Background: an optimization exercise with open tools, aiming at small area and a short achievable clock period. Do not read the settings as production practice.
The RTL was checked by simulation tests, not by an equivalence proof against the original design.
Power figures rest on the tool's default switching activity, not on a simulated workload.

<file path="design/flow/config.mk">
export PLATFORM = sky130hd
export DESIGN_NAME = gamma_interp_11bit
export DESIGN_NICKNAME = gamma_interp_11bit
export VERILOG_FILES = /design/flow/design.v
export SDC_FILE = /design/flow/constraint.sdc
export NUM_CORES = 4
export LEC_CHECK = 0
export ABC_AREA = 1
export CAP_MARGIN = 20
export CORE_MARGIN = 2
export CORE_UTILIZATION = 50
export CTS_CLUSTER_DIAMETER = 80
export CTS_CLUSTER_SIZE = 25
export SLEW_MARGIN = 60
export SYNTH_HIERARCHICAL = 1
export TNS_END_PERCENT = 0
</file>
<file path="design/flow/constraint.sdc">
create_clock -name core_clock -period 10.0 [get_ports {clk}]
set_input_delay 2.0000 -clock core_clock [delete_from_list [all_inputs] [get_ports {clk}]]
set_output_delay 2.0000 -clock core_clock [all_outputs]
set_load 0.01 [all_outputs]
</file>
<file path="design/flow/design.v">
module gamma_interp_11bit #(
  parameter int OUT_W = 10
) (
  input  logic             clk,
  input  logic             rst_n,
  input  logic             i_hs,
  input  logic             i_vs,
  input  logic [4:0]       idx,
  input  logic [10:0]      pixel_in,
  input  logic [10:0]      lowLevel,
  input  logic [10:0]      highLevel,
  input  logic             lut_we,
  input  logic [5:0]       lut_addr,
  input  logic [OUT_W-1:0] lut_wdata,
  input  logic             lut_commit,
  output logic             commit_pending,
  output logic             o_hs,
  output logic             o_vs,
  output logic [OUT_W-1:0] pix_out
);
  localparam int N = 33;
  function automatic logic [9:0] ramp(input int k);
    logic [31:0] v;
    v = 32'(k) * 32;
    if (v > 1023) v = 1023;
    ramp = v[9:0];
  endfunction
  logic [9:0] r_shadow [N];
  logic [9:0] r_active [N];
  logic       r_act_ramp;    
  logic       r_pend;
  logic       r_vs_prev;
  logic       w_copy;
  assign w_copy         = r_pend & r_vs_prev & ~i_vs;
  assign commit_pending = r_pend;
  always_ff @(posedge clk or negedge rst_n) begin
    if (!rst_n) begin
      r_pend    <= 1'b0;
      r_vs_prev <= 1'b0;
    end else begin
      r_pend    <= lut_commit | (r_pend & ~w_copy);
      r_vs_prev <= i_vs;
    end
  end
  always_ff @(posedge clk or negedge rst_n) begin
    if (!rst_n) begin
      for (int k = 0; k < N; k++) r_shadow[k] <= ramp(k);
    end else if (lut_we && lut_addr <= 6'd32) begin
      r_shadow[lut_addr] <= lut_wdata;
    end
  end
  always_ff @(posedge clk or negedge rst_n) begin
    if (!rst_n) r_act_ramp <= 1'b1;
    else if (w_copy) r_act_ramp <= 1'b0;
  end
  always_ff @(posedge clk) begin
    if (w_copy)
      for (int k = 0; k < N; k++) r_active[k] <= r_shadow[k];
  end
  logic [329:0] w_act;
  logic [9:0]   w_ye, w_yo;
  logic [10:0]  w_d, w_w;
  always_comb
    for (int k = 0; k < N; k++) w_act[10*k +: 10] = r_active[k];
  gi_read u_read (.idx(idx), .ramp(r_act_ramp), .act(w_act), .ye(w_ye), .yo(w_yo));
  gi_sub11 u_subd (.a(pixel_in), .b(lowLevel), .y(w_d));
  gi_sub11 u_subw (.a(highLevel), .b(lowLevel), .y(w_w));
  logic [9:0]  r_ye_1, r_yo_1;
  logic        r_b_1;
  logic [10:0] r_d_1;
  logic [10:0] r_w_1;
  logic        r_wz_1;
  logic        r_blank_1;
  always_ff @(posedge clk) begin
    r_ye_1 <= w_ye;
    r_yo_1 <= w_yo;
    r_b_1  <= idx[0];
    r_d_1  <= w_d;
    r_w_1  <= w_w;
    r_wz_1 <= (highLevel == lowLevel);
  end
  always_ff @(posedge clk or negedge rst_n) begin
    if (!rst_n) r_blank_1 <= 1'b1;
    else        r_blank_1 <= ~(i_hs & i_vs);
  end
  logic [10:0] w_top;
  logic [3:0]  w_s;
  always_comb begin
    for (int k = 0; k < 11; k++) w_top[k] = r_w_1[k] & ~|(r_w_1 >> (k + 1));
    for (int b = 0; b < 4; b++) begin
      w_s[b] = 1'b0;
      for (int k = 0; k < 11; k++) if ((k >> b) & 1) w_s[b] = w_s[b] | w_top[k];
    end
  end
  logic [9:0]         w_y0, w_y1;
  logic [10:0]        w_x;
  logic [12:0]        w_db;
  logic [5:0]         w_one, w_two, w_ng;
  logic [11:0]        w_pp0, w_pp1, w_pp2, w_pp3, w_pp4, w_pp5;
  logic [22:0]        w_sa, w_sb;
  assign w_y0  = r_b_1 ? r_yo_1 : r_ye_1;
  assign w_y1  = r_b_1 ? r_ye_1 : r_yo_1;
  assign w_db  = r_wz_1 ? 13'b0 : {1'b0, r_d_1, 1'b0};
  logic xs_g0_0;
  assign xs_g0_0 = w_y1[0] & ~w_y0[0];
  logic xs_g1_0;
  assign xs_g1_0 = w_y1[1] & ~w_y0[1];
  logic xs_g2_0;
  assign xs_g2_0 = w_y1[2] & ~w_y0[2];
  logic xs_g3_0;
  assign xs_g3_0 = w_y1[3] & ~w_y0[3];
  logic xs_g4_0;
  assign xs_g4_0 = w_y1[4] & ~w_y0[4];
  logic xs_g5_0;
  assign xs_g5_0 = w_y1[5] & ~w_y0[5];
  logic xs_g6_0;
  assign xs_g6_0 = w_y1[6] & ~w_y0[6];
  logic xs_g7_0;
  assign xs_g7_0 = w_y1[7] & ~w_y0[7];
  logic xs_g8_0;
  assign xs_g8_0 = w_y1[8] & ~w_y0[8];
  logic xs_g9_0;
  assign xs_g9_0 = w_y1[9] & ~w_y0[9];
  logic xs_g10_0;
  assign xs_g10_0 = 1'b0 & 1'b1;
  logic xs_p0;
  assign xs_p0 = w_y1[0] ^ ~w_y0[0];
  logic xs_p1;
  assign xs_p1 = w_y1[1] ^ ~w_y0[1];
  logic xs_p2;
  assign xs_p2 = w_y1[2] ^ ~w_y0[2];
  logic xs_p3;
  assign xs_p3 = w_y1[3] ^ ~w_y0[3];
  logic xs_p4;
  assign xs_p4 = w_y1[4] ^ ~w_y0[4];
  logic xs_p5;
  assign xs_p5 = w_y1[5] ^ ~w_y0[5];
  logic xs_p6;
  assign xs_p6 = w_y1[6] ^ ~w_y0[6];
  logic xs_p7;
  assign xs_p7 = w_y1[7] ^ ~w_y0[7];
  logic xs_p8;
  assign xs_p8 = w_y1[8] ^ ~w_y0[8];
  logic xs_p9;
  assign xs_p9 = w_y1[9] ^ ~w_y0[9];
  logic xs_p10;
  assign xs_p10 = 1'b0 ^ 1'b1;
  logic xs_g0_c;
  assign xs_g0_c = xs_g0_0 | (xs_p0 & 1'b1);
  logic xs_g1_1;
  assign xs_g1_1 = xs_g1_0 | (xs_p1 & xs_g0_c);
  logic xs_q1_1;
  assign xs_q1_1 = xs_p1 & xs_p0;
  logic xs_g3_1;
  assign xs_g3_1 = xs_g3_0 | (xs_p3 & xs_g2_0);
  logic xs_q3_1;
  assign xs_q3_1 = xs_p3 & xs_p2;
  logic xs_g5_1;
  assign xs_g5_1 = xs_g5_0 | (xs_p5 & xs_g4_0);
  logic xs_q5_1;
  assign xs_q5_1 = xs_p5 & xs_p4;
  logic xs_g7_1;
  assign xs_g7_1 = xs_g7_0 | (xs_p7 & xs_g6_0);
  logic xs_q7_1;
  assign xs_q7_1 = xs_p7 & xs_p6;
  logic xs_g9_1;
  assign xs_g9_1 = xs_g9_0 | (xs_p9 & xs_g8_0);
  logic xs_q9_1;
  assign xs_q9_1 = xs_p9 & xs_p8;
  logic xs_g2_2;
  assign xs_g2_2 = xs_g2_0 | (xs_p2 & xs_g1_1);
  logic xs_q2_2;
  assign xs_q2_2 = xs_p2 & xs_q1_1;
  logic xs_g3_2;
  assign xs_g3_2 = xs_g3_1 | (xs_q3_1 & xs_g1_1);
  logic xs_q3_2;
  assign xs_q3_2 = xs_q3_1 & xs_q1_1;
  logic xs_g6_2;
  assign xs_g6_2 = xs_g6_0 | (xs_p6 & xs_g5_1);
  logic xs_q6_2;
  assign xs_q6_2 = xs_p6 & xs_q5_1;
  logic xs_g7_2;
  assign xs_g7_2 = xs_g7_1 | (xs_q7_1 & xs_g5_1);
  logic xs_q7_2;
  assign xs_q7_2 = xs_q7_1 & xs_q5_1;
  logic xs_g10_2;
  assign xs_g10_2 = xs_g10_0 | (xs_p10 & xs_g9_1);
  logic xs_q10_2;
  assign xs_q10_2 = xs_p10 & xs_q9_1;
  logic xs_g4_3;
  assign xs_g4_3 = xs_g4_0 | (xs_p4 & xs_g3_2);
  logic xs_q4_3;
  assign xs_q4_3 = xs_p4 & xs_q3_2;
  logic xs_g5_3;
  assign xs_g5_3 = xs_g5_1 | (xs_q5_1 & xs_g3_2);
  logic xs_q5_3;
  assign xs_q5_3 = xs_q5_1 & xs_q3_2;
  logic xs_g6_3;
  assign xs_g6_3 = xs_g6_2 | (xs_q6_2 & xs_g3_2);
  logic xs_q6_3;
  assign xs_q6_3 = xs_q6_2 & xs_q3_2;
  logic xs_g7_3;
  assign xs_g7_3 = xs_g7_2 | (xs_q7_2 & xs_g3_2);
  logic xs_q7_3;
  assign xs_q7_3 = xs_q7_2 & xs_q3_2;
  logic xs_g8_4;
  assign xs_g8_4 = xs_g8_0 | (xs_p8 & xs_g7_3);
  logic xs_q8_4;
  assign xs_q8_4 = xs_p8 & xs_q7_3;
  logic xs_g9_4;
  assign xs_g9_4 = xs_g9_1 | (xs_q9_1 & xs_g7_3);
  logic xs_q9_4;
  assign xs_q9_4 = xs_q9_1 & xs_q7_3;
  logic xs_g10_4;
  assign xs_g10_4 = xs_g10_2 | (xs_q10_2 & xs_g7_3);
  logic xs_q10_4;
  assign xs_q10_4 = xs_q10_2 & xs_q7_3;
  assign w_x[0] = (xs_p0 ^ 1'b1);
  assign w_x[1] = (xs_p1 ^ xs_g0_c);
  assign w_x[2] = (xs_p2 ^ xs_g1_1);
  assign w_x[3] = (xs_p3 ^ xs_g2_2);
  assign w_x[4] = (xs_p4 ^ xs_g3_2);
  assign w_x[5] = (xs_p5 ^ xs_g4_3);
  assign w_x[6] = (xs_p6 ^ xs_g5_3);
  assign w_x[7] = (xs_p7 ^ xs_g6_3);
  assign w_x[8] = (xs_p8 ^ xs_g7_3);
  assign w_x[9] = (xs_p9 ^ xs_g8_4);
  assign w_x[10] = (xs_p10 ^ xs_g9_4);
  always_comb begin
    for (int j = 0; j < 6; j++) begin
      w_one[j] = w_db[2*j+1] ^ w_db[2*j];
      w_two[j] = (w_db[2*j+2] & ~w_db[2*j+1] & ~w_db[2*j]) |
                 (~w_db[2*j+2] & w_db[2*j+1] & w_db[2*j]);
      w_ng[j]  = w_db[2*j+2] & ~(w_db[2*j+1] & w_db[2*j]);
    end
  end
  function automatic logic [11:0] bpp(input logic [10:0] x, input logic one,
                                      input logic two, input logic ng);
    logic [11:0] m;
    m = one ? {x[10], x} : (two ? {x, 1'b0} : 12'b0);
    bpp = m ^ {12{ng}};
  endfunction
  assign w_pp0 = bpp(w_x, w_one[0], w_two[0], w_ng[0]);
  assign w_pp1 = bpp(w_x, w_one[1], w_two[1], w_ng[1]);
  assign w_pp2 = bpp(w_x, w_one[2], w_two[2], w_ng[2]);
  assign w_pp3 = bpp(w_x, w_one[3], w_two[3], w_ng[3]);
  assign w_pp4 = bpp(w_x, w_one[4], w_two[4], w_ng[4]);
  assign w_pp5 = bpp(w_x, w_one[5], w_two[5], w_ng[5]);
  logic t0s;
  assign t0s = w_pp0[6] ^ w_pp1[4];
  logic t0c;
  assign t0c = w_pp0[6] & w_pp1[4];
  logic t1s;
  assign t1s = w_pp0[7] ^ w_pp1[5];
  logic t1c;
  assign t1c = w_pp0[7] & w_pp1[5];
  logic t2s;
  assign t2s = w_pp0[8] ^ w_pp1[6] ^ w_pp2[4];
  logic t2c;
  assign t2c = (w_pp0[8] & w_pp1[6]) | (w_pp0[8] & w_pp2[4]) | (w_pp1[6] & w_pp2[4]);
  logic t3s;
  assign t3s = w_pp3[2] ^ w_pp4[0];
  logic t3c;
  assign t3c = w_pp3[2] & w_pp4[0];
  logic t4s;
  assign t4s = w_pp0[9] ^ w_pp1[7] ^ w_pp2[5];
  logic t4c;
  assign t4c = (w_pp0[9] & w_pp1[7]) | (w_pp0[9] & w_pp2[5]) | (w_pp1[7] & w_pp2[5]);
  logic t5s;
  assign t5s = w_pp3[3] ^ w_pp4[1];
  logic t5c;
  assign t5c = w_pp3[3] & w_pp4[1];
  logic t6s;
  assign t6s = w_pp0[10] ^ w_pp1[8] ^ w_pp2[6];
  logic t6c;
  assign t6c = (w_pp0[10] & w_pp1[8]) | (w_pp0[10] & w_pp2[6]) | (w_pp1[8] & w_pp2[6]);
  logic t7s;
  assign t7s = w_pp3[4] ^ w_pp4[2] ^ w_pp5[0];
  logic t7c;
  assign t7c = (w_pp3[4] & w_pp4[2]) | (w_pp3[4] & w_pp5[0]) | (w_pp4[2] & w_pp5[0]);
  logic t8s;
  assign t8s = w_pp0[11] ^ w_pp1[9] ^ w_pp2[7];
  logic t8c;
  assign t8c = (w_pp0[11] & w_pp1[9]) | (w_pp0[11] & w_pp2[7]) | (w_pp1[9] & w_pp2[7]);
  logic t9s;
  assign t9s = w_pp3[5] ^ w_pp4[3] ^ w_pp5[1];
  logic t9c;
  assign t9c = (w_pp3[5] & w_pp4[3]) | (w_pp3[5] & w_pp5[1]) | (w_pp4[3] & w_pp5[1]);
  logic t10s;
  assign t10s = w_pp0[11] ^ w_pp1[10] ^ w_pp2[8];
  logic t10c;
  assign t10c = (w_pp0[11] & w_pp1[10]) | (w_pp0[11] & w_pp2[8]) | (w_pp1[10] & w_pp2[8]);
  logic t11s;
  assign t11s = w_pp3[6] ^ w_pp4[4] ^ w_pp5[2];
  logic t11c;
  assign t11c = (w_pp3[6] & w_pp4[4]) | (w_pp3[6] & w_pp5[2]) | (w_pp4[4] & w_pp5[2]);
  logic t12s;
  assign t12s = ~w_pp0[11] ^ ~w_pp1[11] ^ w_pp2[9];
  logic t12c;
  assign t12c = (~w_pp0[11] & ~w_pp1[11]) | (~w_pp0[11] & w_pp2[9]) | (~w_pp1[11] & w_pp2[9]);
  logic t13s;
  assign t13s = w_pp3[7] ^ w_pp4[5] ^ w_pp5[3];
  logic t13c;
  assign t13c = (w_pp3[7] & w_pp4[5]) | (w_pp3[7] & w_pp5[3]) | (w_pp4[5] & w_pp5[3]);
  logic t14s;
  assign t14s = 1'b1 ^ w_pp2[10] ^ w_pp3[8];
  logic t14c;
  assign t14c = (1'b1 & w_pp2[10]) | (1'b1 & w_pp3[8]) | (w_pp2[10] & w_pp3[8]);
  logic t15s;
  assign t15s = w_pp4[6] ^ w_pp5[4];
  logic t15c;
  assign t15c = w_pp4[6] & w_pp5[4];
  logic t16s;
  assign t16s = ~w_pp2[11] ^ w_pp3[9] ^ w_pp4[7];
  logic t16c;
  assign t16c = (~w_pp2[11] & w_pp3[9]) | (~w_pp2[11] & w_pp4[7]) | (w_pp3[9] & w_pp4[7]);
  logic t17s;
  assign t17s = 1'b1 ^ w_pp3[10];
  logic t17c;
  assign t17c = 1'b1 & w_pp3[10];
  logic t18s;
  assign t18s = w_pp0[4] ^ w_pp1[2];
  logic t18c;
  assign t18c = w_pp0[4] & w_pp1[2];
  logic t19s;
  assign t19s = w_pp0[5] ^ w_pp1[3];
  logic t19c;
  assign t19c = w_pp0[5] & w_pp1[3];
  logic t20s;
  assign t20s = w_pp2[2] ^ w_pp3[0] ^ w_ng[3];
  logic t20c;
  assign t20c = (w_pp2[2] & w_pp3[0]) | (w_pp2[2] & w_ng[3]) | (w_pp3[0] & w_ng[3]);
  logic t21s;
  assign t21s = w_pp2[3] ^ w_pp3[1] ^ t0c;
  logic t21c;
  assign t21c = (w_pp2[3] & w_pp3[1]) | (w_pp2[3] & t0c) | (w_pp3[1] & t0c);
  logic t22s;
  assign t22s = w_ng[4] ^ t1c ^ t2s;
  logic t22c;
  assign t22c = (w_ng[4] & t1c) | (w_ng[4] & t2s) | (t1c & t2s);
  logic t23s;
  assign t23s = t2c ^ t3c ^ t4s;
  logic t23c;
  assign t23c = (t2c & t3c) | (t2c & t4s) | (t3c & t4s);
  logic t24s;
  assign t24s = t4c ^ t5c ^ t6s;
  logic t24c;
  assign t24c = (t4c & t5c) | (t4c & t6s) | (t5c & t6s);
  logic t25s;
  assign t25s = t6c ^ t7c ^ t8s;
  logic t25c;
  assign t25c = (t6c & t7c) | (t6c & t8s) | (t7c & t8s);
  logic t26s;
  assign t26s = t8c ^ t9c ^ t10s;
  logic t26c;
  assign t26c = (t8c & t9c) | (t8c & t10s) | (t9c & t10s);
  logic t27s;
  assign t27s = t10c ^ t11c ^ t12s;
  logic t27c;
  assign t27c = (t10c & t11c) | (t10c & t12s) | (t11c & t12s);
  logic t28s;
  assign t28s = t12c ^ t13c ^ t14s;
  logic t28c;
  assign t28c = (t12c & t13c) | (t12c & t14s) | (t13c & t14s);
  logic t29s;
  assign t29s = w_pp5[5] ^ t14c ^ t15c;
  logic t29c;
  assign t29c = (w_pp5[5] & t14c) | (w_pp5[5] & t15c) | (t14c & t15c);
  logic t30s;
  assign t30s = w_pp4[8] ^ w_pp5[6] ^ t16c;
  logic t30c;
  assign t30c = (w_pp4[8] & w_pp5[6]) | (w_pp4[8] & t16c) | (w_pp5[6] & t16c);
  logic t31s;
  assign t31s = ~w_pp3[11] ^ w_pp4[9] ^ w_pp5[7];
  logic t31c;
  assign t31c = (~w_pp3[11] & w_pp4[9]) | (~w_pp3[11] & w_pp5[7]) | (w_pp4[9] & w_pp5[7]);
  logic t32s;
  assign t32s = 1'b1 ^ w_pp4[10];
  logic t32c;
  assign t32c = 1'b1 & w_pp4[10];
  logic t33s;
  assign t33s = w_pp0[2] ^ w_pp1[0];
  logic t33c;
  assign t33c = w_pp0[2] & w_pp1[0];
  logic t34s;
  assign t34s = w_pp0[3] ^ w_pp1[1];
  logic t34c;
  assign t34c = w_pp0[3] & w_pp1[1];
  logic t35s;
  assign t35s = w_pp2[0] ^ w_ng[2] ^ t18s;
  logic t35c;
  assign t35c = (w_pp2[0] & w_ng[2]) | (w_pp2[0] & t18s) | (w_ng[2] & t18s);
  logic t36s;
  assign t36s = w_pp2[1] ^ t18c ^ t19s;
  logic t36c;
  assign t36c = (w_pp2[1] & t18c) | (w_pp2[1] & t19s) | (t18c & t19s);
  logic t37s;
  assign t37s = t0s ^ t19c ^ t20s;
  logic t37c;
  assign t37c = (t0s & t19c) | (t0s & t20s) | (t19c & t20s);
  logic t38s;
  assign t38s = t1s ^ t20c ^ t21s;
  logic t38c;
  assign t38c = (t1s & t20c) | (t1s & t21s) | (t20c & t21s);
  logic t39s;
  assign t39s = t3s ^ t21c ^ t22s;
  logic t39c;
  assign t39c = (t3s & t21c) | (t3s & t22s) | (t21c & t22s);
  logic t40s;
  assign t40s = t5s ^ t22c ^ t23s;
  logic t40c;
  assign t40c = (t5s & t22c) | (t5s & t23s) | (t22c & t23s);
  logic t41s;
  assign t41s = t7s ^ t23c ^ t24s;
  logic t41c;
  assign t41c = (t7s & t23c) | (t7s & t24s) | (t23c & t24s);
  logic t42s;
  assign t42s = t9s ^ t24c ^ t25s;
  logic t42c;
  assign t42c = (t9s & t24c) | (t9s & t25s) | (t24c & t25s);
  logic t43s;
  assign t43s = t11s ^ t25c ^ t26s;
  logic t43c;
  assign t43c = (t11s & t25c) | (t11s & t26s) | (t25c & t26s);
  logic t44s;
  assign t44s = t13s ^ t26c ^ t27s;
  logic t44c;
  assign t44c = (t13s & t26c) | (t13s & t27s) | (t26c & t27s);
  logic t45s;
  assign t45s = t15s ^ t27c ^ t28s;
  logic t45c;
  assign t45c = (t15s & t27c) | (t15s & t28s) | (t27c & t28s);
  logic t46s;
  assign t46s = t16s ^ t28c ^ t29s;
  logic t46c;
  assign t46c = (t16s & t28c) | (t16s & t29s) | (t28c & t29s);
  logic t47s;
  assign t47s = t17s ^ t29c ^ t30s;
  logic t47c;
  assign t47c = (t17s & t29c) | (t17s & t30s) | (t29c & t30s);
  logic t48s;
  assign t48s = t17c ^ t30c ^ t31s;
  logic t48c;
  assign t48c = (t17c & t30c) | (t17c & t31s) | (t30c & t31s);
  logic t49s;
  assign t49s = w_pp5[8] ^ t31c ^ t32s;
  logic t49c;
  assign t49c = (w_pp5[8] & t31c) | (w_pp5[8] & t32s) | (t31c & t32s);
  logic t50s;
  assign t50s = ~w_pp4[11] ^ w_pp5[9] ^ t32c;
  logic t50c;
  assign t50c = (~w_pp4[11] & w_pp5[9]) | (~w_pp4[11] & t32c) | (w_pp5[9] & t32c);
  logic t51s;
  assign t51s = 1'b1 ^ w_pp5[10];
  logic t51c;
  assign t51c = 1'b1 & w_pp5[10];
  assign w_sa[0] = w_pp0[0];
  assign w_sb[0] = w_ng[0];
  assign w_sa[1] = w_pp0[1];
  assign w_sb[1] = 1'b0;
  assign w_sa[2] = w_ng[1];
  assign w_sb[2] = t33s;
  assign w_sa[3] = t33c;
  assign w_sb[3] = t34s;
  assign w_sa[4] = t34c;
  assign w_sb[4] = t35s;
  assign w_sa[5] = t35c;
  assign w_sb[5] = t36s;
  assign w_sa[6] = t36c;
  assign w_sb[6] = t37s;
  assign w_sa[7] = t37c;
  assign w_sb[7] = t38s;
  assign w_sa[8] = t38c;
  assign w_sb[8] = t39s;
  assign w_sa[9] = t39c;
  assign w_sb[9] = t40s;
  assign w_sa[10] = t40c;
  assign w_sb[10] = t41s;
  assign w_sa[11] = t41c;
  assign w_sb[11] = t42s;
  assign w_sa[12] = t42c;
  assign w_sb[12] = t43s;
  assign w_sa[13] = t43c;
  assign w_sb[13] = t44s;
  assign w_sa[14] = t44c;
  assign w_sb[14] = t45s;
  assign w_sa[15] = t45c;
  assign w_sb[15] = t46s;
  assign w_sa[16] = t46c;
  assign w_sb[16] = t47s;
  assign w_sa[17] = t47c;
  assign w_sb[17] = t48s;
  assign w_sa[18] = t48c;
  assign w_sb[18] = t49s;
  assign w_sa[19] = t49c;
  assign w_sb[19] = t50s;
  assign w_sa[20] = t50c;
  assign w_sb[20] = t51s;
  assign w_sa[21] = ~w_pp5[11];
  assign w_sb[21] = t51c;
  assign w_sa[22] = 1'b1;
  assign w_sb[22] = 1'b0;
  logic [22:0] r_sa_2, r_sb_2;
  logic [9:0]  r_y0_2;
  logic [3:0]  r_s_2;
  logic        r_blank_2;
  always_ff @(posedge clk) begin
    r_sa_2 <= w_sa;
    r_sb_2 <= w_sb;
    r_y0_2 <= w_y0;
    r_s_2  <= w_s;
  end
  always_ff @(posedge clk or negedge rst_n) begin
    if (!rst_n) r_blank_2 <= 1'b1;
    else        r_blank_2 <= r_blank_1;
  end
  logic [22:0] w_ta, w_tb, w_t;
  logic [9:0]  w_pix;
  assign w_ta = r_sa_2;
  assign w_tb = r_sb_2;
  logic ts_g0_0;
  assign ts_g0_0 = w_ta[0] & w_tb[0];
  logic ts_g1_0;
  assign ts_g1_0 = w_ta[1] & w_tb[1];
  logic ts_g2_0;
  assign ts_g2_0 = w_ta[2] & w_tb[2];
  logic ts_g3_0;
  assign ts_g3_0 = w_ta[3] & w_tb[3];
  logic ts_g4_0;
  assign ts_g4_0 = w_ta[4] & w_tb[4];
  logic ts_g5_0;
  assign ts_g5_0 = w_ta[5] & w_tb[5];
  logic ts_g6_0;
  assign ts_g6_0 = w_ta[6] & w_tb[6];
  logic ts_g7_0;
  assign ts_g7_0 = w_ta[7] & w_tb[7];
  logic ts_g8_0;
  assign ts_g8_0 = w_ta[8] & w_tb[8];
  logic ts_g9_0;
  assign ts_g9_0 = w_ta[9] & w_tb[9];
  logic ts_g10_0;
  assign ts_g10_0 = w_ta[10] & w_tb[10];
  logic ts_g11_0;
  assign ts_g11_0 = w_ta[11] & w_tb[11];
  logic ts_g12_0;
  assign ts_g12_0 = w_ta[12] & w_tb[12];
  logic ts_g13_0;
  assign ts_g13_0 = w_ta[13] & w_tb[13];
  logic ts_g14_0;
  assign ts_g14_0 = w_ta[14] & w_tb[14];
  logic ts_g15_0;
  assign ts_g15_0 = w_ta[15] & w_tb[15];
  logic ts_g16_0;
  assign ts_g16_0 = w_ta[16] & w_tb[16];
  logic ts_g17_0;
  assign ts_g17_0 = w_ta[17] & w_tb[17];
  logic ts_g18_0;
  assign ts_g18_0 = w_ta[18] & w_tb[18];
  logic ts_g19_0;
  assign ts_g19_0 = w_ta[19] & w_tb[19];
  logic ts_g20_0;
  assign ts_g20_0 = w_ta[20] & w_tb[20];
  logic ts_g21_0;
  assign ts_g21_0 = w_ta[21] & w_tb[21];
  logic ts_g22_0;
  assign ts_g22_0 = w_ta[22] & w_tb[22];
  logic ts_p0;
  assign ts_p0 = w_ta[0] ^ w_tb[0];
  logic ts_p1;
  assign ts_p1 = w_ta[1] ^ w_tb[1];
  logic ts_p2;
  assign ts_p2 = w_ta[2] ^ w_tb[2];
  logic ts_p3;
  assign ts_p3 = w_ta[3] ^ w_tb[3];
  logic ts_p4;
  assign ts_p4 = w_ta[4] ^ w_tb[4];
  logic ts_p5;
  assign ts_p5 = w_ta[5] ^ w_tb[5];
  logic ts_p6;
  assign ts_p6 = w_ta[6] ^ w_tb[6];
  logic ts_p7;
  assign ts_p7 = w_ta[7] ^ w_tb[7];
  logic ts_p8;
  assign ts_p8 = w_ta[8] ^ w_tb[8];
  logic ts_p9;
  assign ts_p9 = w_ta[9] ^ w_tb[9];
  logic ts_p10;
  assign ts_p10 = w_ta[10] ^ w_tb[10];
  logic ts_p11;
  assign ts_p11 = w_ta[11] ^ w_tb[11];
  logic ts_p12;
  assign ts_p12 = w_ta[12] ^ w_tb[12];
  logic ts_p13;
  assign ts_p13 = w_ta[13] ^ w_tb[13];
  logic ts_p14;
  assign ts_p14 = w_ta[14] ^ w_tb[14];
  logic ts_p15;
  assign ts_p15 = w_ta[15] ^ w_tb[15];
  logic ts_p16;
  assign ts_p16 = w_ta[16] ^ w_tb[16];
  logic ts_p17;
  assign ts_p17 = w_ta[17] ^ w_tb[17];
  logic ts_p18;
  assign ts_p18 = w_ta[18] ^ w_tb[18];
  logic ts_p19;
  assign ts_p19 = w_ta[19] ^ w_tb[19];
  logic ts_p20;
  assign ts_p20 = w_ta[20] ^ w_tb[20];
  logic ts_p21;
  assign ts_p21 = w_ta[21] ^ w_tb[21];
  logic ts_p22;
  assign ts_p22 = w_ta[22] ^ w_tb[22];
  logic ts_g1_1;
  assign ts_g1_1 = ts_g1_0 | (ts_p1 & ts_g0_0);
  logic ts_q1_1;
  assign ts_q1_1 = ts_p1 & ts_p0;
  logic ts_g3_1;
  assign ts_g3_1 = ts_g3_0 | (ts_p3 & ts_g2_0);
  logic ts_q3_1;
  assign ts_q3_1 = ts_p3 & ts_p2;
  logic ts_g5_1;
  assign ts_g5_1 = ts_g5_0 | (ts_p5 & ts_g4_0);
  logic ts_q5_1;
  assign ts_q5_1 = ts_p5 & ts_p4;
  logic ts_g7_1;
  assign ts_g7_1 = ts_g7_0 | (ts_p7 & ts_g6_0);
  logic ts_q7_1;
  assign ts_q7_1 = ts_p7 & ts_p6;
  logic ts_g9_1;
  assign ts_g9_1 = ts_g9_0 | (ts_p9 & ts_g8_0);
  logic ts_q9_1;
  assign ts_q9_1 = ts_p9 & ts_p8;
  logic ts_g11_1;
  assign ts_g11_1 = ts_g11_0 | (ts_p11 & ts_g10_0);
  logic ts_q11_1;
  assign ts_q11_1 = ts_p11 & ts_p10;
  logic ts_g13_1;
  assign ts_g13_1 = ts_g13_0 | (ts_p13 & ts_g12_0);
  logic ts_q13_1;
  assign ts_q13_1 = ts_p13 & ts_p12;
  logic ts_g15_1;
  assign ts_g15_1 = ts_g15_0 | (ts_p15 & ts_g14_0);
  logic ts_q15_1;
  assign ts_q15_1 = ts_p15 & ts_p14;
  logic ts_g17_1;
  assign ts_g17_1 = ts_g17_0 | (ts_p17 & ts_g16_0);
  logic ts_q17_1;
  assign ts_q17_1 = ts_p17 & ts_p16;
  logic ts_g19_1;
  assign ts_g19_1 = ts_g19_0 | (ts_p19 & ts_g18_0);
  logic ts_q19_1;
  assign ts_q19_1 = ts_p19 & ts_p18;
  logic ts_g21_1;
  assign ts_g21_1 = ts_g21_0 | (ts_p21 & ts_g20_0);
  logic ts_q21_1;
  assign ts_q21_1 = ts_p21 & ts_p20;
  logic ts_g2_2;
  assign ts_g2_2 = ts_g2_0 | (ts_p2 & ts_g1_1);
  logic ts_q2_2;
  assign ts_q2_2 = ts_p2 & ts_q1_1;
  logic ts_g3_2;
  assign ts_g3_2 = ts_g3_1 | (ts_q3_1 & ts_g1_1);
  logic ts_q3_2;
  assign ts_q3_2 = ts_q3_1 & ts_q1_1;
  logic ts_g6_2;
  assign ts_g6_2 = ts_g6_0 | (ts_p6 & ts_g5_1);
  logic ts_q6_2;
  assign ts_q6_2 = ts_p6 & ts_q5_1;
  logic ts_g7_2;
  assign ts_g7_2 = ts_g7_1 | (ts_q7_1 & ts_g5_1);
  logic ts_q7_2;
  assign ts_q7_2 = ts_q7_1 & ts_q5_1;
  logic ts_g10_2;
  assign ts_g10_2 = ts_g10_0 | (ts_p10 & ts_g9_1);
  logic ts_q10_2;
  assign ts_q10_2 = ts_p10 & ts_q9_1;
  logic ts_g11_2;
  assign ts_g11_2 = ts_g11_1 | (ts_q11_1 & ts_g9_1);
  logic ts_q11_2;
  assign ts_q11_2 = ts_q11_1 & ts_q9_1;
  logic ts_g14_2;
  assign ts_g14_2 = ts_g14_0 | (ts_p14 & ts_g13_1);
  logic ts_q14_2;
  assign ts_q14_2 = ts_p14 & ts_q13_1;
  logic ts_g15_2;
  assign ts_g15_2 = ts_g15_1 | (ts_q15_1 & ts_g13_1);
  logic ts_q15_2;
  assign ts_q15_2 = ts_q15_1 & ts_q13_1;
  logic ts_g18_2;
  assign ts_g18_2 = ts_g18_0 | (ts_p18 & ts_g17_1);
  logic ts_q18_2;
  assign ts_q18_2 = ts_p18 & ts_q17_1;
  logic ts_g19_2;
  assign ts_g19_2 = ts_g19_1 | (ts_q19_1 & ts_g17_1);
  logic ts_q19_2;
  assign ts_q19_2 = ts_q19_1 & ts_q17_1;
  logic ts_g22_2;
  assign ts_g22_2 = ts_g22_0 | (ts_p22 & ts_g21_1);
  logic ts_q22_2;
  assign ts_q22_2 = ts_p22 & ts_q21_1;
  logic ts_g4_3;
  assign ts_g4_3 = ts_g4_0 | (ts_p4 & ts_g3_2);
  logic ts_q4_3;
  assign ts_q4_3 = ts_p4 & ts_q3_2;
  logic ts_g5_3;
  assign ts_g5_3 = ts_g5_1 | (ts_q5_1 & ts_g3_2);
  logic ts_q5_3;
  assign ts_q5_3 = ts_q5_1 & ts_q3_2;
  logic ts_g6_3;
  assign ts_g6_3 = ts_g6_2 | (ts_q6_2 & ts_g3_2);
  logic ts_q6_3;
  assign ts_q6_3 = ts_q6_2 & ts_q3_2;
  logic ts_g7_3;
  assign ts_g7_3 = ts_g7_2 | (ts_q7_2 & ts_g3_2);
  logic ts_q7_3;
  assign ts_q7_3 = ts_q7_2 & ts_q3_2;
  logic ts_g12_3;
  assign ts_g12_3 = ts_g12_0 | (ts_p12 & ts_g11_2);
  logic ts_q12_3;
  assign ts_q12_3 = ts_p12 & ts_q11_2;
  logic ts_g13_3;
  assign ts_g13_3 = ts_g13_1 | (ts_q13_1 & ts_g11_2);
  logic ts_q13_3;
  assign ts_q13_3 = ts_q13_1 & ts_q11_2;
  logic ts_g14_3;
  assign ts_g14_3 = ts_g14_2 | (ts_q14_2 & ts_g11_2);
  logic ts_q14_3;
  assign ts_q14_3 = ts_q14_2 & ts_q11_2;
  logic ts_g15_3;
  assign ts_g15_3 = ts_g15_2 | (ts_q15_2 & ts_g11_2);
  logic ts_q15_3;
  assign ts_q15_3 = ts_q15_2 & ts_q11_2;
  logic ts_g20_3;
  assign ts_g20_3 = ts_g20_0 | (ts_p20 & ts_g19_2);
  logic ts_q20_3;
  assign ts_q20_3 = ts_p20 & ts_q19_2;
  logic ts_g21_3;
  assign ts_g21_3 = ts_g21_1 | (ts_q21_1 & ts_g19_2);
  logic ts_q21_3;
  assign ts_q21_3 = ts_q21_1 & ts_q19_2;
  logic ts_g22_3;
  assign ts_g22_3 = ts_g22_2 | (ts_q22_2 & ts_g19_2);
  logic ts_q22_3;
  assign ts_q22_3 = ts_q22_2 & ts_q19_2;
  logic ts_g8_4;
  assign ts_g8_4 = ts_g8_0 | (ts_p8 & ts_g7_3);
  logic ts_q8_4;
  assign ts_q8_4 = ts_p8 & ts_q7_3;
  logic ts_g9_4;
  assign ts_g9_4 = ts_g9_1 | (ts_q9_1 & ts_g7_3);
  logic ts_q9_4;
  assign ts_q9_4 = ts_q9_1 & ts_q7_3;
  logic ts_g10_4;
  assign ts_g10_4 = ts_g10_2 | (ts_q10_2 & ts_g7_3);
  logic ts_q10_4;
  assign ts_q10_4 = ts_q10_2 & ts_q7_3;
  logic ts_g11_4;
  assign ts_g11_4 = ts_g11_2 | (ts_q11_2 & ts_g7_3);
  logic ts_q11_4;
  assign ts_q11_4 = ts_q11_2 & ts_q7_3;
  logic ts_g12_4;
  assign ts_g12_4 = ts_g12_3 | (ts_q12_3 & ts_g7_3);
  logic ts_q12_4;
  assign ts_q12_4 = ts_q12_3 & ts_q7_3;
  logic ts_g13_4;
  assign ts_g13_4 = ts_g13_3 | (ts_q13_3 & ts_g7_3);
  logic ts_q13_4;
  assign ts_q13_4 = ts_q13_3 & ts_q7_3;
  logic ts_g14_4;
  assign ts_g14_4 = ts_g14_3 | (ts_q14_3 & ts_g7_3);
  logic ts_q14_4;
  assign ts_q14_4 = ts_q14_3 & ts_q7_3;
  logic ts_g15_4;
  assign ts_g15_4 = ts_g15_3 | (ts_q15_3 & ts_g7_3);
  logic ts_q15_4;
  assign ts_q15_4 = ts_q15_3 & ts_q7_3;
  logic ts_g16_5;
  assign ts_g16_5 = ts_g16_0 | (ts_p16 & ts_g15_4);
  logic ts_q16_5;
  assign ts_q16_5 = ts_p16 & ts_q15_4;
  logic ts_g17_5;
  assign ts_g17_5 = ts_g17_1 | (ts_q17_1 & ts_g15_4);
  logic ts_q17_5;
  assign ts_q17_5 = ts_q17_1 & ts_q15_4;
  logic ts_g18_5;
  assign ts_g18_5 = ts_g18_2 | (ts_q18_2 & ts_g15_4);
  logic ts_q18_5;
  assign ts_q18_5 = ts_q18_2 & ts_q15_4;
  logic ts_g19_5;
  assign ts_g19_5 = ts_g19_2 | (ts_q19_2 & ts_g15_4);
  logic ts_q19_5;
  assign ts_q19_5 = ts_q19_2 & ts_q15_4;
  logic ts_g20_5;
  assign ts_g20_5 = ts_g20_3 | (ts_q20_3 & ts_g15_4);
  logic ts_q20_5;
  assign ts_q20_5 = ts_q20_3 & ts_q15_4;
  logic ts_g21_5;
  assign ts_g21_5 = ts_g21_3 | (ts_q21_3 & ts_g15_4);
  logic ts_q21_5;
  assign ts_q21_5 = ts_q21_3 & ts_q15_4;
  logic ts_g22_5;
  assign ts_g22_5 = ts_g22_3 | (ts_q22_3 & ts_g15_4);
  logic ts_q22_5;
  assign ts_q22_5 = ts_q22_3 & ts_q15_4;
  assign w_t[0] = ts_p0;
  assign w_t[1] = (ts_p1 ^ ts_g0_0);
  assign w_t[2] = (ts_p2 ^ ts_g1_1);
  assign w_t[3] = (ts_p3 ^ ts_g2_2);
  assign w_t[4] = (ts_p4 ^ ts_g3_2);
  assign w_t[5] = (ts_p5 ^ ts_g4_3);
  assign w_t[6] = (ts_p6 ^ ts_g5_3);
  assign w_t[7] = (ts_p7 ^ ts_g6_3);
  assign w_t[8] = (ts_p8 ^ ts_g7_3);
  assign w_t[9] = (ts_p9 ^ ts_g8_4);
  assign w_t[10] = (ts_p10 ^ ts_g9_4);
  assign w_t[11] = (ts_p11 ^ ts_g10_4);
  assign w_t[12] = (ts_p12 ^ ts_g11_4);
  assign w_t[13] = (ts_p13 ^ ts_g12_4);
  assign w_t[14] = (ts_p14 ^ ts_g13_4);
  assign w_t[15] = (ts_p15 ^ ts_g14_4);
  assign w_t[16] = (ts_p16 ^ ts_g15_4);
  assign w_t[17] = (ts_p17 ^ ts_g16_5);
  assign w_t[18] = (ts_p18 ^ ts_g17_5);
  assign w_t[19] = (ts_p19 ^ ts_g18_5);
  assign w_t[20] = (ts_p20 ^ ts_g19_5);
  assign w_t[21] = (ts_p21 ^ ts_g20_5);
  assign w_t[22] = (ts_p22 ^ ts_g21_5);
  logic [10:0] w_sh;
  logic [10:0] w_q;
  logic        w_rb, w_big, w_sml;
  logic [11:0] w_r;
  logic [10:0] w_qt [11];
  logic [9:0]  w_rt;
  logic [10:0] w_bt, w_st;
  always_comb begin
    for (int k = 0; k < 11; k++) w_sh[k] = (r_s_2 == 4'(k));
    for (int i = 0; i < 11; i++) begin
      for (int k = 0; k < 11; k++) w_qt[i][k] = w_sh[k] & w_t[i+k];
      w_q[i] = |w_qt[i];
    end
    for (int k = 1; k < 11; k++) w_rt[k-1] = w_sh[k] & w_t[k-1];
    w_rb = |w_rt;
    for (int k = 0; k < 11; k++) begin
      w_bt[k] = w_sh[k] & |(w_t[21:0] & (22'h3fffff << (11 + k)));
      w_st[k] = w_sh[k] & |(~w_t[21:0] & (22'h3fffff << (11 + k)));
    end
    w_big = ~w_t[22] & (|w_bt | w_q[10]);
    w_sml = w_t[22] & (|w_st | ~w_q[10]);
    w_r = {2'b0, r_y0_2} + {w_q[10], w_q} + {11'b0, w_rb};
    if (r_blank_2 | w_sml)  w_pix = '0;
    else if (w_big)         w_pix = 10'h3ff;
    else if (w_r[11])       w_pix = '0;
    else if (w_r[10])       w_pix = 10'h3ff;
    else                    w_pix = w_r[9:0];
  end
  logic [2:0] r_hs_d, r_vs_d;
  logic [9:0] r_pix;
  always_ff @(posedge clk or negedge rst_n) begin
    if (!rst_n) begin
      r_hs_d <= '0;
      r_vs_d <= '0;
      r_pix  <= '0;
    end else begin
      r_hs_d <= {r_hs_d[1:0], i_hs};
      r_vs_d <= {r_vs_d[1:0], i_vs};
      r_pix  <= w_pix;
    end
  end
  assign o_hs    = r_hs_d[2];
  assign o_vs    = r_vs_d[2];
  assign pix_out = r_pix;
endmodule
module gi_read (
  input  logic [4:0]   idx,
  input  logic         ramp,
  input  logic [329:0] act,
  output logic [9:0]   ye,
  output logic [9:0]   yo
);
  logic [15:0] so1;
  logic [16:0] se, so;
  logic [4:0]  je;
  logic [17:0] te [10];
  logic [16:0] to [10];
  assign je = {1'b0, idx[4:1]} + {4'b0, idx[0]};
  always_comb begin
    for (int j = 0; j < 16; j++) so1[j] = (idx[4:1] == 4'(j));
    for (int j = 0; j < 17; j++) begin
      so[j] = (j < 16) ? (~ramp & so1[j % 16]) : 1'b0;
      se[j] = ~ramp & (((j < 16) ? (~idx[0] & so1[j % 16]) : 1'b0) |
                       ((j > 0) ? (idx[0] & so1[(j + 15) % 16]) : 1'b0));
    end
    for (int i = 0; i < 10; i++) begin
      for (int j = 0; j < 17; j++) te[i][j] = se[j] & act[20*j + i];
      for (int j = 0; j < 16; j++) to[i][j] = so[j] & act[20*j + 10 + i];
      te[i][17] = ramp & (je[4] | (i >= 6 && je[i-6]));
      to[i][16] = ramp & (i == 5 || (i >= 6 && idx[i-5]));
      ye[i] = |te[i];
      yo[i] = |to[i];
    end
  end
endmodule
module gi_sub11 (
  input  logic [10:0] a,
  input  logic [10:0] b,
  output logic [10:0] y
);
  logic m_g0_0;
  assign m_g0_0 = a[0] & ~b[0];
  logic m_g1_0;
  assign m_g1_0 = a[1] & ~b[1];
  logic m_g2_0;
  assign m_g2_0 = a[2] & ~b[2];
  logic m_g3_0;
  assign m_g3_0 = a[3] & ~b[3];
  logic m_g4_0;
  assign m_g4_0 = a[4] & ~b[4];
  logic m_g5_0;
  assign m_g5_0 = a[5] & ~b[5];
  logic m_g6_0;
  assign m_g6_0 = a[6] & ~b[6];
  logic m_g7_0;
  assign m_g7_0 = a[7] & ~b[7];
  logic m_g8_0;
  assign m_g8_0 = a[8] & ~b[8];
  logic m_g9_0;
  assign m_g9_0 = a[9] & ~b[9];
  logic m_g10_0;
  assign m_g10_0 = a[10] & ~b[10];
  logic m_p0;
  assign m_p0 = a[0] ^ ~b[0];
  logic m_p1;
  assign m_p1 = a[1] ^ ~b[1];
  logic m_p2;
  assign m_p2 = a[2] ^ ~b[2];
  logic m_p3;
  assign m_p3 = a[3] ^ ~b[3];
  logic m_p4;
  assign m_p4 = a[4] ^ ~b[4];
  logic m_p5;
  assign m_p5 = a[5] ^ ~b[5];
  logic m_p6;
  assign m_p6 = a[6] ^ ~b[6];
  logic m_p7;
  assign m_p7 = a[7] ^ ~b[7];
  logic m_p8;
  assign m_p8 = a[8] ^ ~b[8];
  logic m_p9;
  assign m_p9 = a[9] ^ ~b[9];
  logic m_p10;
  assign m_p10 = a[10] ^ ~b[10];
  logic m_g0_c;
  assign m_g0_c = m_g0_0 | (m_p0 & 1'b1);
  logic m_g1_1;
  assign m_g1_1 = m_g1_0 | (m_p1 & m_g0_c);
  logic m_q1_1;
  assign m_q1_1 = m_p1 & m_p0;
  logic m_g3_1;
  assign m_g3_1 = m_g3_0 | (m_p3 & m_g2_0);
  logic m_q3_1;
  assign m_q3_1 = m_p3 & m_p2;
  logic m_g5_1;
  assign m_g5_1 = m_g5_0 | (m_p5 & m_g4_0);
  logic m_q5_1;
  assign m_q5_1 = m_p5 & m_p4;
  logic m_g7_1;
  assign m_g7_1 = m_g7_0 | (m_p7 & m_g6_0);
  logic m_q7_1;
  assign m_q7_1 = m_p7 & m_p6;
  logic m_g9_1;
  assign m_g9_1 = m_g9_0 | (m_p9 & m_g8_0);
  logic m_q9_1;
  assign m_q9_1 = m_p9 & m_p8;
  logic m_g2_2;
  assign m_g2_2 = m_g2_0 | (m_p2 & m_g1_1);
  logic m_q2_2;
  assign m_q2_2 = m_p2 & m_q1_1;
  logic m_g3_2;
  assign m_g3_2 = m_g3_1 | (m_q3_1 & m_g1_1);
  logic m_q3_2;
  assign m_q3_2 = m_q3_1 & m_q1_1;
  logic m_g6_2;
  assign m_g6_2 = m_g6_0 | (m_p6 & m_g5_1);
  logic m_q6_2;
  assign m_q6_2 = m_p6 & m_q5_1;
  logic m_g7_2;
  assign m_g7_2 = m_g7_1 | (m_q7_1 & m_g5_1);
  logic m_q7_2;
  assign m_q7_2 = m_q7_1 & m_q5_1;
  logic m_g10_2;
  assign m_g10_2 = m_g10_0 | (m_p10 & m_g9_1);
  logic m_q10_2;
  assign m_q10_2 = m_p10 & m_q9_1;
  logic m_g4_3;
  assign m_g4_3 = m_g4_0 | (m_p4 & m_g3_2);
  logic m_q4_3;
  assign m_q4_3 = m_p4 & m_q3_2;
  logic m_g5_3;
  assign m_g5_3 = m_g5_1 | (m_q5_1 & m_g3_2);
  logic m_q5_3;
  assign m_q5_3 = m_q5_1 & m_q3_2;
  logic m_g6_3;
  assign m_g6_3 = m_g6_2 | (m_q6_2 & m_g3_2);
  logic m_q6_3;
  assign m_q6_3 = m_q6_2 & m_q3_2;
  logic m_g7_3;
  assign m_g7_3 = m_g7_2 | (m_q7_2 & m_g3_2);
  logic m_q7_3;
  assign m_q7_3 = m_q7_2 & m_q3_2;
  logic m_g8_4;
  assign m_g8_4 = m_g8_0 | (m_p8 & m_g7_3);
  logic m_q8_4;
  assign m_q8_4 = m_p8 & m_q7_3;
  logic m_g9_4;
  assign m_g9_4 = m_g9_1 | (m_q9_1 & m_g7_3);
  logic m_q9_4;
  assign m_q9_4 = m_q9_1 & m_q7_3;
  logic m_g10_4;
  assign m_g10_4 = m_g10_2 | (m_q10_2 & m_g7_3);
  logic m_q10_4;
  assign m_q10_4 = m_q10_2 & m_q7_3;
  assign y[0] = (m_p0 ^ 1'b1);
  assign y[1] = (m_p1 ^ m_g0_c);
  assign y[2] = (m_p2 ^ m_g1_1);
  assign y[3] = (m_p3 ^ m_g2_2);
  assign y[4] = (m_p4 ^ m_g3_2);
  assign y[5] = (m_p5 ^ m_g4_3);
  assign y[6] = (m_p6 ^ m_g5_3);
  assign y[7] = (m_p7 ^ m_g6_3);
  assign y[8] = (m_p8 ^ m_g7_3);
  assign y[9] = (m_p9 ^ m_g8_4);
  assign y[10] = (m_p10 ^ m_g9_4);
endmodule
</file>
<file path="design/flow/flow/run.sh">
#!/bin/bash
set -euo pipefail
mapfile -t EXTRA < <(grep -v '^#' flow/extra.txt | grep .)
bash standard.sh "${EXTRA[@]}" finish > standard.log 2>&1
</file>
<file path="design/flow/flow/extra.txt">
SETUP_SLACK_MARGIN=7.0
ADDER_MAP_FILE=
BUFFER_PORTS_ARGS=-buffer_cell sky130_fd_sc_hd__buf_4
</file>
<file path="design/flow/standard.sh">
#!/bin/bash
# synth_recipe.tcl (not shown) runs the flow's synth.tcl, then flattens the netlist and writes it again
# the make line also repeats each setting of config.mk as NAME=value (left out here)
make -C /OpenROAD-flow-scripts/flow DESIGN_CONFIG=/design/flow/config.mk WORK_HOME=/design/flow/orfs CLKGATE_MAP_FILE= SYNTH_SCRIPT=/design/flow/synth_recipe.tcl "${@:-finish}"
</file>
==> impl_metrics.csv, run 1 <==
group,metric,value,unit
run_status,outcome,"finished clean",
pwr,total_power,0.01072,W
pwr,power.density,264.4,mW/mm^2
clock_tree,ctsHoldBuffers,0,
clock_tree,cts_root_buf,"clkbuf_16",
hold_path,hold_path.class,"flop to flop",
setup_path,path_buf_inv,4,
final_layout,mostFrequentLayoutCell,"nand2_1",
clock_tree,insertion_delay,0.62,ns
floorplan,core,0.07161,sq mm
timing,slew_headroom,58.74,%
clock_tree,numCtsBuffers,42,
floorplan,dieArea,0.07455,sq mm
detailed_routing,drt_iter0_markers,2584,
place,gp_congestion,0.9271,
floorplan,std_cell_rows,98,
setup_path,slowest_stage,"nor2_1",
timing,rsz0062_at_grt,"yes",
place,port_buffers,72,
setup_path,crit_chain,"buf_4 -> inv_4 -> nand2_1 -> clkinv_1 -> nand3_1 -> nand2_1 -> inv_1 -> nand2_1 -> nor2_1 -> nand3_1",
place,hpwlAfterDp,67770,um
detailed_routing,vias,27720,
floorplan,start_util,50.54,%
detailed_routing,firstDrtPassIters,6,
final_layout,drive_gt1_share,16.69,%
floorplan,boundaryPins,73,
floorplan,fp.dieW,273.0,um
timing,hold_viol_final,0,
setup_path,slowest_delay,0.34,ns
setup_path,startpoint_type,"primary input",
final_layout,multi_input_area,0.01444,sq mm
grt,grt_max_degree,71,
yosys,synth_cells,4156,
yosys,synth_fp_nets,4216,
setup_path,cp-end-kind,"flop",
setup_path,crit_arrival,3.68,ns
setup_path,crit_required,10.46,ns
clock_tree,cts_sinks,780,
pwr,leakage,18.20,nW
final_layout,fillers,6563,
grt,grt_pass1_wl,152300,um
setup_path,crit_family,"simple AND/OR/NAND/NOR gates",
grt,track_usage,26.58,%
clock_tree,clk_pin_slew,0.10,ns
setup_path,path_class,"primary input to flop",
final_layout,fin_nets,4264,
setup_path,reg2regPathDepth,24,
grt,antenna_found_initial,3,
setup_path,cp_common_cell,"nand2_1",
yosys,yosysWarnings,24,
setup_path,crit_cells,10,
timing,finalClockSkew,0.04238,ns
timing,setup_tns,0,ns
detailed_routing,drt-vias-per-instance,5.343,
grt,grt_pass1_vias,26300,
final_layout,layout_common_cells,"1185 x nand2_1, 375 x nand3_1, 361 x o21ai_0, 330 x edfxtp_1, 317 x inv_1",
final_layout,ff_latch_area,0.02079,sq mm
setup_path,cp_max_fo,15,
timing,period_share,32.20,%
final_layout,fin_util,56.64,%
final_layout,area_delta_synth_final,12.07,%
yosys,synthesis.area,0.03619,sq mm
final_layout,antenna_cells,0,
grt,overflow,0,
detailed_routing,ant_nets,0,
timing,finalCriticalPeriod,3.220,ns
clock_tree,htreeDepth,2,
pwr,ir_worst_vdd,0.2100,mV
floorplan,fp.dieH,273.0,um
timing,worst_slew_pin_slew,0.6124,ns
timing,fmax,310.6,MHz
job,maxCapViolations,0,
timing,final-setup-viol-count,0,
detailed_routing,wl_per_cell,19.03,um
hold_path,min_path_cells,0,
timing,timing.hold.ws,0.3578,ns
timing,slew_violations,0,
clock_tree,cts_tree,"built",
detailed_routing,drc,0,
yosys,avgSynthCellArea,8.708,sq um
detailed_routing,totalWireLength,98720,um
clock_tree,clock_path_buffers,3,
## layer usage
metal	vias to the layer above	share of wire [%]	track usage [%]
li1	13650	-	-
met1	13140	43	36.18
met2	751	48	44.36
met3	167	5.3	3.611
met4	4	3.2	8.240
met5	-	0.023	0
## sequential cells by signal, indices dropped and copies added (netlist names), 4 cells and up
name / count
r_active: 330
r_shadow: 330
r_sa_2: 22
r_sb_2: 21
r_d_1: 11
r_pix: 10
r_w_1: 10
r_y0_2: 10
r_ye_1: 10
r_yo_1: 10
r_s_2: 4
## report_power, final
part | internal (W) | switching, W
combinational | 0.00155 | 0.00314
sequential | 0.00385 | 0.000207
clock | 0.000880 | 0.00109
total | 0.00628 | 0.00444
## through the flow
stage | instance area (sq um) | worst slack [ns] | cells
floorplan | 36200 | 2.707 | 4156
global placement | 37550 | 6.082 | 5065
detailed placement | 37930 | 6.053 | 5072
CTS | 39540 | 6.860 | 5155
global route | 40560 | 6.676 | 5187
finish | 40560 | 6.780 | 5187
## final cells by class
cell class	count	share of cell area, %
multi-input cells	2874	35.60
inverters	368	3.464
clock buffers	63	2.863
clock inverters	14	0.5676
repair buffers	138	3.301
flip-flops and latches	780	51.27
well taps	950	2.931
## path summary, 6_finish.rpt
path	start	end	slack [ns]
setup / recovery	idx[1]	r_ye_1[1]$_DFF_P_	6.78
hold / removal	r_hs_d[0]$_DFF_PN0_	r_hs_d[1]$_DFF_PN0_	0.36
setup reg to reg	r_sb_2[6]$_DFF_P_	r_pix[6]$_DFF_PN0_	6.94
hold reg to reg	r_hs_d[0]$_DFF_PN0_	r_hs_d[1]$_DFF_PN0_	0.36
max in group asynchronous	rst_n	r_blank_1$_DFF_PN1_	7.30
min in group asynchronous	rst_n	r_shadow[5][8]$_DFFE_PN0P_	1.24
## what timing repair did
action,in CTS,in global routing
setup buffers,6,27
cloned,0,1
pin swaps,6,56
gates resized for setup,48,195
setup endpoints to repair,71,174
==> inputs of run 2 (changes only) <==
--- a/design/flow/config.mk
+++ b/design/flow/config.mk
@@ -8,7 +8,7 @@
 export ABC_AREA = 1
 export CAP_MARGIN = 20
 export CORE_MARGIN = 2
-export CORE_UTILIZATION = 50
+export CORE_UTILIZATION = 45
 export CTS_CLUSTER_DIAMETER = 80
 export CTS_CLUSTER_SIZE = 25
 export SLEW_MARGIN = 60
==> run 2 against run 1 <==
Effect of this change: maximum frequency is 0.18% higher; final cell count is 2.7% higher; synthesized area stayed put; synthesized cell count stayed put; critical path depth is 1 lower; clock power hardly changed; core utilization is 4.1 points lower; critical path type unchanged; largest power group unchanged.
==> impl_metrics.csv, run 2 <==
group,metric,value,unit
run_status,outcome,"finished clean",
detailed_routing,ant_nets,0,
yosys,synth_cells,4156,
clock_tree,insertion_delay,0.64,ns
final_layout,reg_top3,"r_active (330), r_shadow (330), r_sa_2 (22)",
hold_path,hold_path.class,"flop to flop",
grt,overflow,0,
place,port_buffers,72,
detailed_routing,drt_iter0_markers,2549,
timing,slew_violations,0,
pwr,leakage,18.56,nW
setup_path,crit_required,10.53,ns
detailed_routing,totalWireLength,102000,um
setup_path,startpoint_type,"primary input",
floorplan,fp.dieH,287.6,um
setup_path,cp_max_fo,15,
grt,grt_pass1_wl,155300,um
timing,final-setup-viol-count,0,
floorplan,fp.dieW,287.6,um
timing,slew_headroom,53.78,%
timing,setup_slack,6.786,ns
place,placed_area,0.03812,sq mm
detailed_routing,drc,0,
detailed_routing,vias,28120,
grt,antenna_found_initial,0,
setup_path,cp-end-kind,"flop",
timing,hold_viol_final,0,
final_layout,layout_common_cells,"1159 x nand2_1, 357 x o21ai_0, 353 x nand3_1, 330 x edfxtp_1, 316 x inv_1",
setup_path,slowest_stage,"clkinv_1",
timing,period_share,32.14,%
timing,finalClockSkew,0.05680,ns
pwr,power.density,272.7,mW/mm^2
setup_path,slowest_delay,0.33,ns
setup_path,crit_chain,"buf_4 -> inv_2 -> nand2_1 -> clkinv_1 -> nand3_1 -> and2_1 -> nand2_1 -> nor2_1 -> nand3_1",
clock_tree,cts_tree,"built",
final_layout,mostFrequentLayoutCell,"nand2_1",
final_layout,stdcell_count,5326,
detailed_routing,wl_per_cell,19.15,um
clock_tree,numCtsBuffers,42,
floorplan,boundaryPins,73,
floorplan,dieArea,0.08271,sq mm
timing,setup_tns,0,ns
yosys,avgSynthCellArea,8.708,sq um
floorplan,core,0.07926,sq mm
place,dpl_worst_slack,5.972,ns
clock_tree,cts_root_buf,"clkbuf_16",
timing,fmax,311.2,MHz
clock_tree,clock_path_buffers,3,
setup_path,crit_arrival,3.74,ns
yosys,yosysWarnings,24,
final_layout,antenna_cells,0,
grt,grt_pass1_vias,26380,
pwr,ir_worst_vdd,0.1570,mV
place,place_inst,5177,
grt,grt_max_degree,65,
timing,rsz0062_at_grt,"yes",
final_layout,drive_gt1_share,19.18,%
yosys,synth_fp_nets,4216,
timing,worst_slew_pin_slew,0.6861,ns
final_layout,area_delta_synth_final,15.16,%
final_layout,design_area,0.04168,sq mm
grt,track_usage,24.25,%
floorplan,std_cell_rows,103,
clock_tree,htreeDepth,2,
yosys,synthesis.area,0.03619,sq mm
detailed_routing,firstDrtPassIters,5,
final_layout,fin_nets,4302,
setup_path,path_class,"primary input to flop",
job,maxCapViolations,0,
timing,finalCriticalPeriod,3.214,ns
place,gp_congestion,0.9702,
clock_tree,cts_sinks,780,
floorplan,start_util,45.66,%
place,hpwlAfterDp,68410,um
clock_tree,clk_pin_slew,0.10,ns
detailed_routing,drt-vias-per-instance,5.279,
-- run 2: cell type report --
class / count / area (sq um)
timing repair buffer: 168 / 1580
fill: 7355 / 37580
clock inverter: 16 / 239.0
clock buffer: 62 / 1182
multi-input combinational: 2882 / 15150
tap: 1050 / 1314
sequential: 780 / 20790
inverter: 368 / 1411
-- run 2: per-stage QoR --
| stage | util (%) | hold WS, ns | power [W] |
|---|---|---|---|
| 2_1_floorplan | - | 0.3312 | 0.007091 |
| 3_3_place_gp | 47.55 | 0.3321 | 0.008066 |
| 3_5_place_dp | 48.10 | 0.3370 | 0.008152 |
| 4_1_cts | 50.25 | 0.3571 | 0.01026 |
| 5_1_grt | 52.58 | 0.3587 | 0.01214 |
| 6_report | 52.58 | 0.3544 | 0.01137 |
-- run 2: power by group --
part / leakage, nW / switching, W / internal, W
combinational: 9.49 / 0.00352 / 0.00179
sequential: 8.38 / 0.000216 / 0.00385
clock: 0.682 / 0.00112 / 0.000875
-- run 2: per-layer routing --
metal	GRT usage, %	routed length (um)
met2	42.42	50610
met5	0	0
met1	32.48	44030
met4	4.948	2320
met3	2.837	5017
-- run 2: final timing paths --
kind / endpoint / depth (start not counted) / slack, ns / from
worst max-delay path: r_ye_1[8]$_DFF_P_ / 9 / 6.79 / idx[1]
worst min-delay path: r_vs_d[2]$_DFF_PN0_ / 0 / 0.35 / r_vs_d[1]$_DFF_PN0_
worst max register to register: r_pix[8]$_DFF_PN0_ / 26 / 6.79 / r_sa_2[9]$_DFF_P_
worst min register to register: r_vs_d[2]$_DFF_PN0_ / 0 / 0.35 / r_vs_d[1]$_DFF_PN0_
max in group asynchronous: r_shadow[28][9]$_DFFE_PN1P_ / 4 / 7.50 / rst_n
min in group asynchronous: r_shadow[30][1]$_DFFE_PN0P_ / 1 / 1.22 / rst_n
-- run 2: worst max-delay path, delay by kind of cell --
kind / cells / cell delay, ns
buffers and inverters: 3 / 0.73
and+or+nand+nor: 6 / 0.99
-- run 2: timing repair --
item | in CTS | in global routing
resized for setup | 50 | 332
endpoints found under the setup margin | 138 | 142
endpoints found under the hold margin | 0 | 0
hold buffers | 0 | 0
setup buffers | 10 | 51
pin swaps | 7 | 107
cloned | 1 | 9
==> inputs of run 3 (changes only) <==
--- a/design/flow/config.mk
+++ b/design/flow/config.mk
@@ -8,9 +8,9 @@
 export ABC_AREA = 1
 export CAP_MARGIN = 20
 export CORE_MARGIN = 2
-export CORE_UTILIZATION = 45
-export CTS_CLUSTER_DIAMETER = 80
-export CTS_CLUSTER_SIZE = 25
+export CORE_UTILIZATION = 40
+export CTS_CLUSTER_DIAMETER = 90
+export CTS_CLUSTER_SIZE = 32
 export SLEW_MARGIN = 60
 export SYNTH_HIERARCHICAL = 1
 export TNS_END_PERCENT = 0
==> run 3 against run 2 <==
Effect of this change: final cell count grew 1.7%; register-to-register slack hardly changed; die area up 12%; worst setup slack improved by 0.0028 ns; combinational power is 7.7% lower; clock power decreased by 6%; global-route usage down 3.3 points; sequential share of layout area up 0.74 points; flip-flop and latch count unchanged; count of clock-buffer cells in the layout shrank 15; via count shrank 1.5%.
==> impl_metrics.csv, run 3 <==
group,metric,value,unit
detailed_routing,wl_per_cell,18.21,um
final_layout,area_delta_synth_final,13.53,%
yosys,synth_cells,4156,
setup_path,crit_chain,"buf_4 -> or2_1 -> o21ai_2 -> inv_2 -> or2_4 -> nand2_4 -> nor2_2 -> a21oi_2 -> nand2_2 -> nand2_4 -> nand2_2 -> nand2_4 -> nand2_8 -> buf_4 -> o22ai_1 -> xor2_1 -> nor2_1 -> inv_1 -> nand2_1 -> xor2_1",
place,gp_congestion,0.9000,
hold_path,hold_start,"r_hs_d[1]$_DFF_PN0_",
setup_path,crit_family,"simple AND/OR/NAND/NOR gates",
place,place_inst,5300,
timing,finalCriticalPeriod,3.211,ns
yosys,avgSynthCellArea,8.708,sq um
setup_path,r2r_slack,6.79,ns
setup_path,path_class,"flop to flop",
setup_path,crit_start,"r_b_1$_DFF_P_",
pwr,power.density,263.8,mW/mm^2
floorplan,fp.dieW,304.8,um
clock_tree,htreeDepth,2,
floorplan,core,0.08987,sq mm
timing,fmax,311.4,MHz
final_layout,fin_nets,4273,
timing,final-setup-viol-count,0,
clock_tree,numCtsBuffers,35,
floorplan,std_cell_rows,110,
detailed_routing,ant_nets,0,
detailed_routing,drt-vias-per-instance,5.113,
detailed_routing,vias,27690,
grt,overflow,0,
run_status,outcome,"finished clean",
setup_path,cp-end-kind,"flop",
floorplan,boundaryPins,73,
final_layout,mostFrequentLayoutCell,"nand2_1",
detailed_routing,drc,0,
timing,period_share,32.11,%
final_layout,antenna_cells,0,
detailed_routing,wl_met2,48390,um
detailed_routing,wl_met1,43260,um
pwr,leakage,18.26,nW
place,port_buffers,72,
floorplan,start_util,40.27,%
job,maxCapViolations,0,
yosys,synth_fp_nets,4216,
detailed_routing,totalWireLength,98620,um
detailed_routing,highest_layer,"met5",
final_layout,layout_common_cells,"1165 x nand2_1, 368 x nand3_1, 356 x o21ai_0, 330 x edfxtp_1, 323 x inv_1",
yosys,yosysWarnings,24,
clock_tree,clk_pin_slew,0.12,ns
clock_tree,insertion_delay,0.64,ns
timing,hold_viol_final,0,
grt,antenna_found_initial,2,
final_layout,reg_top3,"r_active (330), r_shadow (330), r_sa_2 (22)",
place,hpwlAfterDp,66630,um
setup_path,crit_arrival,3.73,ns
setup_path,cp_common_cell,"nand2_4",
setup_path,worstReg2RegStart,"r_b_1$_DFF_P_",
clock_tree,clock_path_buffers,3,
grt,grt_pass1_wl,153200,um
grt,track_usage,20.97,%
timing,finalClockSkew,0.06318,ns
setup_path,startpoint_type,"flop",
detailed_routing,firstDrtPassIters,8,
timing,setup_tns,0,ns
grt,grt_pass1_vias,26410,
yosys,synthesis.area,0.03619,sq mm
timing,worst_slew_pin_slew,0.6369,ns
detailed_routing,wl_met3,4489,um
final_layout,fillers,8743,
detailed_routing,drt_iter0_markers,2187,
final_layout,stdcell_count,5416,
floorplan,dieArea,0.09290,sq mm
clock_tree,cts_root_buf,"clkbuf_16",
timing,rsz0062_at_grt,"yes",
floorplan,fp.dieH,304.8,um
timing,slew_violations,0,
hold_path,hold_path.class,"flop to flop",
clock_tree,cts_tree,"built",
setup_path,slowest_stage,"dfxtp_4",
timing,slew_headroom,57.44,%
setup_path,crit_required,10.52,ns
place,placed_area,0.03821,sq mm
clock_tree,ctsHoldBuffers,0,
final_layout,drive_gt1_share,17.83,%
pwr,ir_worst_vdd,0.1625,mV
grt,grt_max_degree,74,
setup_path,cp_max_fo,8,
clock_tree,cts_sinks,780,
setup_path,path_buf_inv,4,
setup_path,slowest_delay,0.41,ns
final_layout,design_area,0.04109,sq mm
==> run 3: final timing paths <==
path	cells past startpoint	to
max	20	r_sb_2[18]$_DFF_P_
min	0	r_hs_d[2]$_DFF_PN0_
max reg2reg	20	r_sb_2[18]$_DFF_P_
min reg2reg	0	r_hs_d[2]$_DFF_PN0_
max in group asynchronous	5	r_shadow[32][9]$_DFFE_PN1P_
min in group asynchronous	1	r_vs_d[1]$_DFF_PN0_
==> run 3: cell type report <==
cell class | count | area [sq um] | share of cell area [%]
inverters | 368 | 1416 | 3.447
repair buffers | 149 | 1325 | 3.225
clock buffers | 47 | 930.9 | 2.266
multi-input cells | 2879 | 14790 | 35.99
clock inverters | 17 | 350.3 | 0.8527
flip-flops and latches | 780 | 20800 | 50.63
well taps | 1176 | 1471 | 3.581
==> run 3: stage by stage <==
stage	worst slack, ns	power (W)	hold WS (ns)	util (%)
floorplan	2.707	0.007091	0.3312	-
detailed placement	5.943	0.008068	0.3347	42.52
global route	6.589	0.01164	0.3637	45.71
CTS	6.796	0.01019	0.3583	44.43
finish	6.789	0.01084	0.3565	45.71
global placement	5.252	0.007982	0.3323	42.08
==> run 3: repair_timing <==
action / 4_1_cts / 5_1_grt
pin swaps: 18 / 68
gates cloned: 2 / 4
endpoints found under the setup margin: 201 / 196
resized for setup: 89 / 224
setup buffers: 13 / 31
==> run 3: where the power goes <==
group,switching [W],leakage [nW],total [W],internal [W]
sequential,0.000207,8.38,0.00405,0.00385
combinational,0.00325,9.27,0.00490,0.00165
clock,0.00110,0.604,0.00189,0.000794
total,0.00455,18.3,0.0108,0.00629
==> run 3: metal layers <==
metal	GRT usage [%]	vias up
met5	0	-
met4	5.446	4
met3	1.836	132
met2	36.12	631
met1	28.50	13270
li1	-	13650

-- static timing again, ports no longer ideal --
How much do the figures lean on ideal ports? The routed layouts below were timed once more, with nothing changed but the port constraints.
Step 1 (the two cells are an assumption about what drives the block):
set clk [get_ports {clk}]
set_driving_cell -lib_cell sky130_fd_sc_hd__clkbuf_16 $clk
set_driving_cell -lib_cell sky130_fd_sc_hd__buf_2 [delete_from_list [all_inputs] $clk]
Step 2, shift: input delay + t, output delay - t, t = (earliest + latest rising clock arrival at the registers) / 2. This alone moves slack from input paths to output paths.
a / b / c = ideal / step 1 / step 2; a / b = the first two.
| run | t (ns) | slack for setup (ns) | worst setup path after step 2 |
|---|---|---|---|
| run 1 | 0.665 | 6.780 / 6.786 / 6.121 | input to register |
| run 2 | 0.684 | 6.786 / 6.756 / 6.072 | input to register |
| run 3 | 0.668 | 6.789 / 6.789 / 6.145 | input to register |
After both steps every run listed still meets setup and hold. For run 2, which loses most, drivers alone change the setup slack by -0.030 ns; drivers and shift together by -0.714 ns.
